Background: an optimization exercise with open tools, aiming at small area, a short achievable clock period and few clock cycles per item. Do not read the settings as production practice. The RTL was checked by simulation tests, not by an equivalence proof against the original design. Power is estimated from default activity; no workload was simulated.

### design.v
package perceptron_pkg;
  localparam int NUM_WEIGHTS = 12;
  localparam int WEIGHT_W    = 4;
  localparam int ROW_W       = NUM_WEIGHTS * WEIGHT_W;
  typedef enum logic [2:0] {
    ST_CLEAR  = 3'd0,
    ST_IDLE   = 3'd1,
    ST_READ   = 3'd2,
    ST_UPDATE = 3'd3,
    ST_WRITE  = 3'd4,
    ST_DONE   = 3'd5
  } state_t;
  function automatic logic [WEIGHT_W-1:0] get_field(input logic [ROW_W-1:0] row,
                                                    input int i);
    get_field = row[i*WEIGHT_W +: WEIGHT_W];
  endfunction
endpackage
import perceptron_pkg::*;
module sat_weight_update
(
  input  logic [WEIGHT_W-1:0] w,
  input  logic                inc,
  output logic [WEIGHT_W-1:0] w_next
);
  localparam logic [WEIGHT_W-1:0] W_MAX = {WEIGHT_W{1'b1}};
  localparam logic [WEIGHT_W-1:0] W_MIN = {WEIGHT_W{1'b0}};
  localparam logic [WEIGHT_W-1:0] W_ONE = {{(WEIGHT_W-1){1'b0}}, 1'b1};
  always_comb begin
    w_next = w;
    if (inc) begin
      if (w == W_MAX) begin
        w_next = w;
      end else begin
        w_next = w + W_ONE;
      end
    end else begin
      if (w == W_MIN) begin
        w_next = w;
      end else begin
        w_next = w - W_ONE;
      end
    end
  end
endmodule
import perceptron_pkg::*;
module perceptron_weight_trainer
#(
  parameter int TABLE_DEPTH = 64,
  parameter int IDX_W       = 6,
  parameter int INIT_W      = 8
)
(
  input  logic                   clk,
  input  logic                   reset_n,
  input  logic                   train_valid,
  output logic                   train_ready,
  input  logic [IDX_W-1:0]       train_idx,
  input  logic [NUM_WEIGHTS-1:0] train_hist,
  input  logic                   train_taken,
  input  logic                   train_pred,
  input  logic                   train_confident,
  input  logic [IDX_W-1:0]       rd_idx,
  output logic [ROW_W-1:0]       rd_weights,
  output logic                   upd_done,
  output logic                   upd_written,
  output logic                   init_busy
);
  localparam logic [WEIGHT_W-1:0] INIT_FIELD = WEIGHT_W'(INIT_W);
  localparam logic [ROW_W-1:0]    INIT_ROW   = {NUM_WEIGHTS{INIT_FIELD}};
  logic [TABLE_DEPTH-1:0][ROW_W-1:0] mem;
  logic                   init_wr;
  logic                   req_v;
  logic                   req_wr;      
  logic [IDX_W-1:0]       req_idx;
  logic [NUM_WEIGHTS-1:0] req_hist;
  logic                   req_taken;
  logic [ROW_W-1:0]       req_row;     
  logic                   accept;
  logic                   skip;
  logic                   wr_now;
  logic [ROW_W-1:0]       new_row;
  logic [ROW_W-1:0]       wdata;
  logic [TABLE_DEPTH-1:0] tr_sel;
  logic [TABLE_DEPTH-1:0] rd_sel;
  logic [ROW_W-1:0]       tr_data;
  logic [ROW_W-1:0]       rd_data;
  assign accept = train_valid && train_ready;
  assign skip   = (train_pred == train_taken) && train_confident;
  assign wr_now = req_v && req_wr;
  for (genvar g = 0; g < NUM_WEIGHTS; g++) begin : g_upd
    sat_weight_update u_sat (
      .w      (req_row[g*WEIGHT_W +: WEIGHT_W]),
      .inc    (req_hist[g] == req_taken),
      .w_next (new_row[g*WEIGHT_W +: WEIGHT_W])
    );
  end
  assign wdata = init_wr ? INIT_ROW : new_row;
  for (genvar r = 0; r < TABLE_DEPTH; r++) begin : g_row
    always_ff @(posedge clk) begin
      if (init_wr || (wr_now && (req_idx == IDX_W'(r)))) begin
        mem[r] <= wdata;
      end
    end
  end
  always_comb begin
    tr_sel  = '0;
    rd_sel  = '0;
    tr_sel[train_idx] = 1'b1;
    rd_sel[rd_idx]    = 1'b1;
    tr_data = '0;
    rd_data = '0;
    for (int r = 0; r < TABLE_DEPTH; r++) begin
      tr_data = tr_data | ({ROW_W{tr_sel[r]}} & mem[r]);
      rd_data = rd_data | ({ROW_W{rd_sel[r]}} & mem[r]);
    end
  end
  always_ff @(posedge clk) begin
    if (!reset_n) begin
      init_wr     <= 1'b1;
      init_busy   <= 1'b1;
      train_ready <= 1'b0;
      req_v       <= 1'b0;
    end else begin
      init_wr <= 1'b0;
      if (!init_wr && init_busy) begin
        init_busy   <= 1'b0;
        train_ready <= 1'b1;
      end
      req_v <= accept;
    end
  end
  always_ff @(posedge clk) begin
    req_wr    <= !skip;
    req_idx   <= train_idx;
    req_hist  <= train_hist;
    req_taken <= train_taken;
    if (wr_now && (req_idx == train_idx)) begin
      req_row <= new_row;
    end else begin
      req_row <= tr_data;
    end
  end
  assign upd_done    = req_v;
  assign upd_written = req_wr;
  always_ff @(posedge clk) begin
    if (wr_now && (req_idx == rd_idx)) begin
      rd_weights <= new_row;
    end else begin
      rd_weights <= rd_data;
    end
  end
endmodule
### run.sh
#!/bin/bash
# synth_recipe.tcl (not shown) runs the flow's synth.tcl, then flattens the netlist and writes it again
# the make line also repeats each setting of config.mk as NAME=value (left out here)
make -C /OpenROAD-flow-scripts/flow DESIGN_CONFIG=/design/flow/config.mk WORK_HOME=/design/flow/orfs CLKGATE_MAP_FILE= SYNTH_SCRIPT=/design/flow/synth_recipe.tcl finish
### config.mk
export PLATFORM = sky130hd
export DESIGN_NAME = perceptron_weight_trainer
export DESIGN_NICKNAME = perceptron_weight_trainer
export VERILOG_FILES = /design/flow/design.v
export SDC_FILE = /design/flow/constraint.sdc
export NUM_CORES = 4
export LEC_CHECK = 0
export ABC_CLOCK_PERIOD_IN_PS = 2400
export CAP_MARGIN = 20
export CORE_MARGIN = 2
export CORE_UTILIZATION = 45
export PLACE_DENSITY = 0.6
export SETUP_SLACK_MARGIN = 2.6
export SLEW_MARGIN = 20
### constraint.sdc
create_clock -name core_clock -period 5.0 [get_ports {clk}]
set_input_delay 1.0000 -clock core_clock [delete_from_list [all_inputs] [get_ports {clk}]]
set_output_delay 1.0000 -clock core_clock [all_outputs]
set_load 0.01 [all_outputs]
==> PnR_summary.wiki <==
{| class="wikitable"
! Metric !! Value
|-
| Overflow after GRT || 8
|-
| Number of sinks driven by the clock tree || 3192
|-
| Number of H-tree levels || 5
|-
| Top_reg_cell synth || sky130_fd_sc_hd__edfxtp_1
|-
| Detailed placer's ending HPWL || 812 mm
|-
| Dominant combinational cell family by area after synthesis || compound AO/OA/AOI/OAI gates
|-
| Number of nets produced by synthesis || 10300
|-
| Number of synthesized register bits || 3192
|-
| Initial cell density of the core || 45.3%
|-
| Post-Synth XOR/XNOR Area || 0.365%
|-
| Distinct cell type count after synthesis || 120
|-
| Pin count of the biggest net entering global routing || 65
|-
| Share of the yosys chip area belonging to registers || roughly two thirds
|-
| Synthesized area per cell || 13.8 um2
|-
| Status || aborted with a tool error
|-
| All-Layer GR Usage || between 80% and 90%
|-
| Post-CTS Hold Buffers || 0
|-
| Io pins || around 80
|-
| Die Width || roughly 560 um
|-
| First Err || [ERROR GRT-0232] Routing congestion too high. Check the congestion heatmap in the GUI.
|-
| Synthesized instance count || 10300
|-
| Total CTS buffers || 346
|-
| Synth Area in Adders || 0.283%
|-
| Count of buffers from port buffering || 81
|-
| Number of synthesis warnings || 2
|-
| Cell total after placement || 15300
|-
| Place WS || -0.226 ns
|-
| Root Buffer Master || sky130_fd_sc_hd__clkbuf_16
|-
| Max Buffers Root-to-Sink || 4
|-
| Multiplexer fraction of the synthesized cell area || 1.00%
|-
| Synth Area in Compound Gates || 20.5%
|-
| Simple-gate area share of the yosys netlist || 8.25%
|-
| Post-synthesis cell area || 0.141 mm2
|-
| RD Place Congestion || 1.25
|-
| Die Span Y || 565 um
|-
| Std cell rows || around 210
|-
| Number of enable flip-flop cells after synthesis || 3072
|-
| Stage at which the run stopped || global routing
|-
| Fraction of registers with async set/reset || 0%
|}
==> worst max-delay path by stage <==
stage	slack, ns	endpoint	depth (start not counted)	from
floorplan	1.13	rd_weights[25]	13	rd_idx[0]
detailed placement	-0.23	rd_weights[21]	13	rd_idx[1]
global placement	-0.78	rd_weights[32]	14	rd_idx[0]
CTS	1.69	req_row[34]	18	train_idx[0]
==> per-stage QoR <==
stage	cell area [um2]	TNS (ns)	total power [W]
after CTS	196000	0	0.0853
after detailed placement	167000	-2.91	0.0549
after global placement	167000	-23.41	0.0548
after floorplan	145000	0	0.0448
==> power groups by stage <==
stage	Clock, W	Combinational [W]	Sequential (W)
3_3_place_gp	0	0.0126	0.0422
2_1_floorplan	0	0.00529	0.0395
3_5_place_dp	0	0.0128	0.0422
4_1_cts	0.0268	0.0167	0.0418
==> synth_stat cells, drive strengths merged (188+ instances only) <==
| cell type | number | area [um2] |
|---|---|---|
| nand4 | 273 | 1710 |
| o21ai | 188 | 975 |
| a22oi | 1388 | 10400 |
| nand2 | 812 | 3060 |
| edfxtp | 3072 | 92200 |
| nor2 | 244 | 921 |
| a22o | 445 | 3900 |
| clkbuf | 417 | 1570 |
| a21oi | 226 | 1140 |
| buf | 403 | 2010 |
| nand3 | 385 | 1940 |
| a221oi | 443 | 3930 |
==> per-layer routing <==
layer	track usage, %	overflow
met1	86.0	2
met2	90.6	1
met3	78.9	0
met4	79.0	5
met5	64.1	0
==> timing repair <==
| action | CTS |
|---|---|
| gates cloned | 140 |
| hold endpoints to repair | 0 |
| resized for setup | 1610 |
| buffers inserted | 846 |
| pin swaps | 403 |
| setup endpoints to repair | 6271 |
==> logic make-up after synthesis <==
family,Yosys count
AOI/OAI and AO/OA,3683
xor gates and xnor gates,58
adders and majority gates,32
buffers and inverters,871
DFF,3192
muxes,134
and+or+nand+nor,2305
Testbench counts, summed over its fixed seeds: cycles 16,008, items 16,000.
